What follows belongs to an exercise in optimizing a design on an open flow for small area, a short achievable clock period and few clock cycles per item; a production flow would make more cautious choices. Function was checked by simulation only, so behaviour that the tests miss may differ from the original. Power is estimated from default activity; no workload was simulated.

Setup of v50:
==> flow/design.v (excerpt) <==
module cpu_core (
    input  wire                         clk,
    input  wire                         rstn,
    input  wire                         psel,
    input  wire                         penable,
    input  wire                         pwrite,
    input  wire [12-1:0]   paddr,
    input  wire [32-1:0]         pwdata,
    output logic [32-1:0]        prdata,
    output logic                        pready,
    output logic                        pslverr
);
Size in the first run: ~3,200 cells after synthesis, roughly 1,200 flip-flops, ~83 I/O pins, roughly 49,000 µm² of cells after synthesis.
==> flow/config.mk <==
export PLATFORM = sky130hd
export DESIGN_NAME = cpu_core
export DESIGN_NICKNAME = cpu_core
export VERILOG_FILES = /design/flow/design.v
export SDC_FILE = /design/flow/constraint.sdc
export NUM_CORES = 4
export LEC_CHECK = 0
export CAP_MARGIN = 20
export CELL_PAD_IN_SITES_DETAIL_PLACEMENT = 1
export CELL_PAD_IN_SITES_GLOBAL_PLACEMENT = 2
export CORE_MARGIN = 2
export CORE_UTILIZATION = 55
export CTS_CLUSTER_DIAMETER = 50
export CTS_CLUSTER_SIZE = 25
export SLEW_MARGIN = 20
==> flow/constraint.sdc <==
create_clock -name core_clock -period 9.0 [get_ports {clk}]
set_input_delay 1.8000 -clock core_clock [delete_from_list [all_inputs] [get_ports {clk}]]
set_output_delay 1.8000 -clock core_clock [all_outputs]
set_load 0.01 [all_outputs]
standard.sh (not shown) runs the stock make flow with config.mk's settings and CLKGATE_MAP_FILE= SYNTH_SCRIPT=/design/flow/synth_recipe.tcl, a recipe that flattens the netlist after the stock synthesis.
==> flow/flow/run.sh <==
#!/bin/bash
set -euo pipefail
bash standard.sh SETUP_SLACK_MARGIN=5.8 finish > standard_flow.log 2>&1
Testbench counts of v50, summed over its fixed seeds: cycles 4,816, instrs 2,400.
Input-level comparison between v58 and v50:
==> flow/flow/run.sh <==
#!/bin/bash
set -euo pipefail
bash standard.sh SETUP_SLACK_MARGIN=6.2 finish > standard_flow.log 2>&1
--- a/flow/config.mk
+++ b/flow/config.mk
@@ -10,5 +10,5 @@
 export CELL_PAD_IN_SITES_GLOBAL_PLACEMENT = 2
 export CORE_MARGIN = 2
-export CORE_UTILIZATION = 55
+export CORE_UTILIZATION = 50
 export CTS_CLUSTER_DIAMETER = 50
 export CTS_CLUSTER_SIZE = 25
[summary]
- Between v58 and v50, routability-driven placement congestion ratio is higher for v50, v58 comes in under that.
- On v58: maximum single-stage delay on the critical path is 0.39 ns lower than what v50 gave.
- v58 — met3 routing resource usage after global routing 0.26 points higher, v50 as reference
- v58 against v50: number of vias after detailed routing went down 193; post-route cell area went up 2.4%; power per cell area went down 2.8 nW/µm²; power went up 0.00013 W; sequential share of layout area went down 1.4 points.
- Against v50 as the reference, v58 delivers a lower worst endpoint required time.
What v20 does differently from v58 at the input level:
==> flow/flow/run.sh <==
#!/bin/bash
set -euo pipefail
bash standard.sh SETUP_SLACK_MARGIN=6 finish > standard_flow.log 2>&1
--- a/flow/config.mk
+++ b/flow/config.mk
@@ -10,5 +10,5 @@
 export CELL_PAD_IN_SITES_GLOBAL_PLACEMENT = 2
 export CORE_MARGIN = 2
-export CORE_UTILIZATION = 50
+export CORE_UTILIZATION = 55
 export CTS_CLUSTER_DIAMETER = 50
 export CTS_CLUSTER_SIZE = 25
==> notes.md <==
- v20: flow completed, timing, DRC and antenna clean
- Compared with v58, v20 is more frugal on power.
- Looking at switching power across v58 and v20, the one that comes out higher is v58.
- Comparing per-cell via count in the routed design for v58 and v20, the smaller number came from v58.
- Between v58 and v20, die width is lower for v20, v58 comes in above that.
- v20: combinational power lower than v58
### v20 -> v7
--- a/flow/config.mk
+++ b/flow/config.mk
@@ -10,5 +10,5 @@
 export CELL_PAD_IN_SITES_GLOBAL_PLACEMENT = 2
 export CORE_MARGIN = 2
-export CORE_UTILIZATION = 55
+export CORE_UTILIZATION = 65
 export CTS_CLUSTER_DIAMETER = 50
 export CTS_CLUSTER_SIZE = 25
- Looking at the reports, v20 completed the entire flow and the layout it produced met the timing, design-rule and antenna checks.
- v7: it failed with a tool error in 5_1_grt, so there are no final results.
- Comparing detailed placer's ending HPWL for v7 and v20, the smaller number came from v20.
- NOTE: starting density of the core in v7 exceeds that of v20
- Reported for v7 and v20, sequential-to-total area share from yosys stat turned out identical to the last digit.
- In the reports for v7 and v20, the smaller placer's final routability congestion estimate belongs to v20.
- Post-cts resize count, v7 and v20: higher on v7
[inputs] v25 vs v7
--- a/flow/config.mk
+++ b/flow/config.mk
@@ -10,6 +10,6 @@
 export CELL_PAD_IN_SITES_GLOBAL_PLACEMENT = 2
 export CORE_MARGIN = 2
-export CORE_UTILIZATION = 65
-export CTS_CLUSTER_DIAMETER = 50
-export CTS_CLUSTER_SIZE = 25
+export CORE_UTILIZATION = 55
+export CTS_CLUSTER_DIAMETER = 60
+export CTS_CLUSTER_SIZE = 30
 export SLEW_MARGIN = 20
### Flow results
v25 | status: complete | timing, DRC, antenna: pass. Relative to v7, global placer's final weighted congestion has decreased by 5.0% in v25. Changes observed in v25 relative to v7: post-synthesis cell area held steady, post-cts gate resize count went down by 73.
--- input diff v25..v18 ---
==> flow/flow/run.sh <==
#!/bin/bash
set -euo pipefail
bash standard.sh SETUP_SLACK_MARGIN=6.5 finish > standard_flow.log 2>&1
--- a/flow/config.mk
+++ b/flow/config.mk
@@ -11,5 +11,5 @@
 export CORE_MARGIN = 2
 export CORE_UTILIZATION = 55
-export CTS_CLUSTER_DIAMETER = 60
-export CTS_CLUSTER_SIZE = 30
+export CTS_CLUSTER_DIAMETER = 50
+export CTS_CLUSTER_SIZE = 25
 export SLEW_MARGIN = 20
==> notes.md <==
- v18: full flow OK, the timing, design-rule and antenna checks passed
- The fmax number comes out lower for v25 vs v18.
- Global-route total usage across every layer is higher on v18
- On v18: power is about 8% higher than what v25 gave.
- Taking v25 as the reference, in v18 net switching power shows an increase of 6.3%, cell count along the critical path shows a reduction of 7, leakage dissipation shows an increase of 6.6%, worst slew slack as a fraction of its limit shows an increase of 1.7 points, fraction of the cycle the final worst path needs shows a reduction of 0.35 points.
- In the metrics for v25 and v18, the one carrying the higher total wirelength of the detailed-routed design is v18.
- Of the two values seen for capturing element of the worst setup path, pready was produced by v18 and u_dispatch.opa_q[25] by v25.

==> afterwards: timing with drivers on the ports <==
The results above use ideal ports. As a check the final layouts listed here were re-extracted and re-timed, cells and wires unchanged.
Step 1 (the two cells are an assumption about what drives the block):
set clk [get_ports {clk}]
set_driving_cell -lib_cell sky130_fd_sc_hd__clkbuf_16 $clk
set_driving_cell -lib_cell sky130_fd_sc_hd__buf_2 [delete_from_list [all_inputs] $clk]
Step 2 moves the port delays by t, midway between the first and last clock arrival at a register: inputs arrive t later, outputs are due t later. That takes back most of the time a late clock gives input paths.
Slacks: ideal ports / drivers / drivers and shift; pairs: ideal ports / drivers.
run	t, ns	slack for setup (ns)	hold WS [ns]	worst register clock-pin slew, ns
v50	0.778	5.767 / 5.767 / 5.246	0.327 / 0.327 / 0.327	0.08 / 0.08
v58	0.808	5.982 / 5.908 / 5.463	0.329 / 0.329 / 0.329	0.09 / 0.09
v20	0.777	6.001 / 5.928 / 5.390	0.331 / 0.331 / 0.331	0.09 / 0.09
v25	0.750	5.947 / 5.934 / 5.421	0.330 / 0.330 / 0.330	0.10 / 0.10
v18	0.798	5.979 / 5.908 / 5.652	0.326 / 0.326 / 0.326	0.09 / 0.09
After both steps setup and hold are still met in every run listed. The setup slack of v20, which loses most, moves by -0.073 ns with the drivers and by -0.611 ns with both steps.
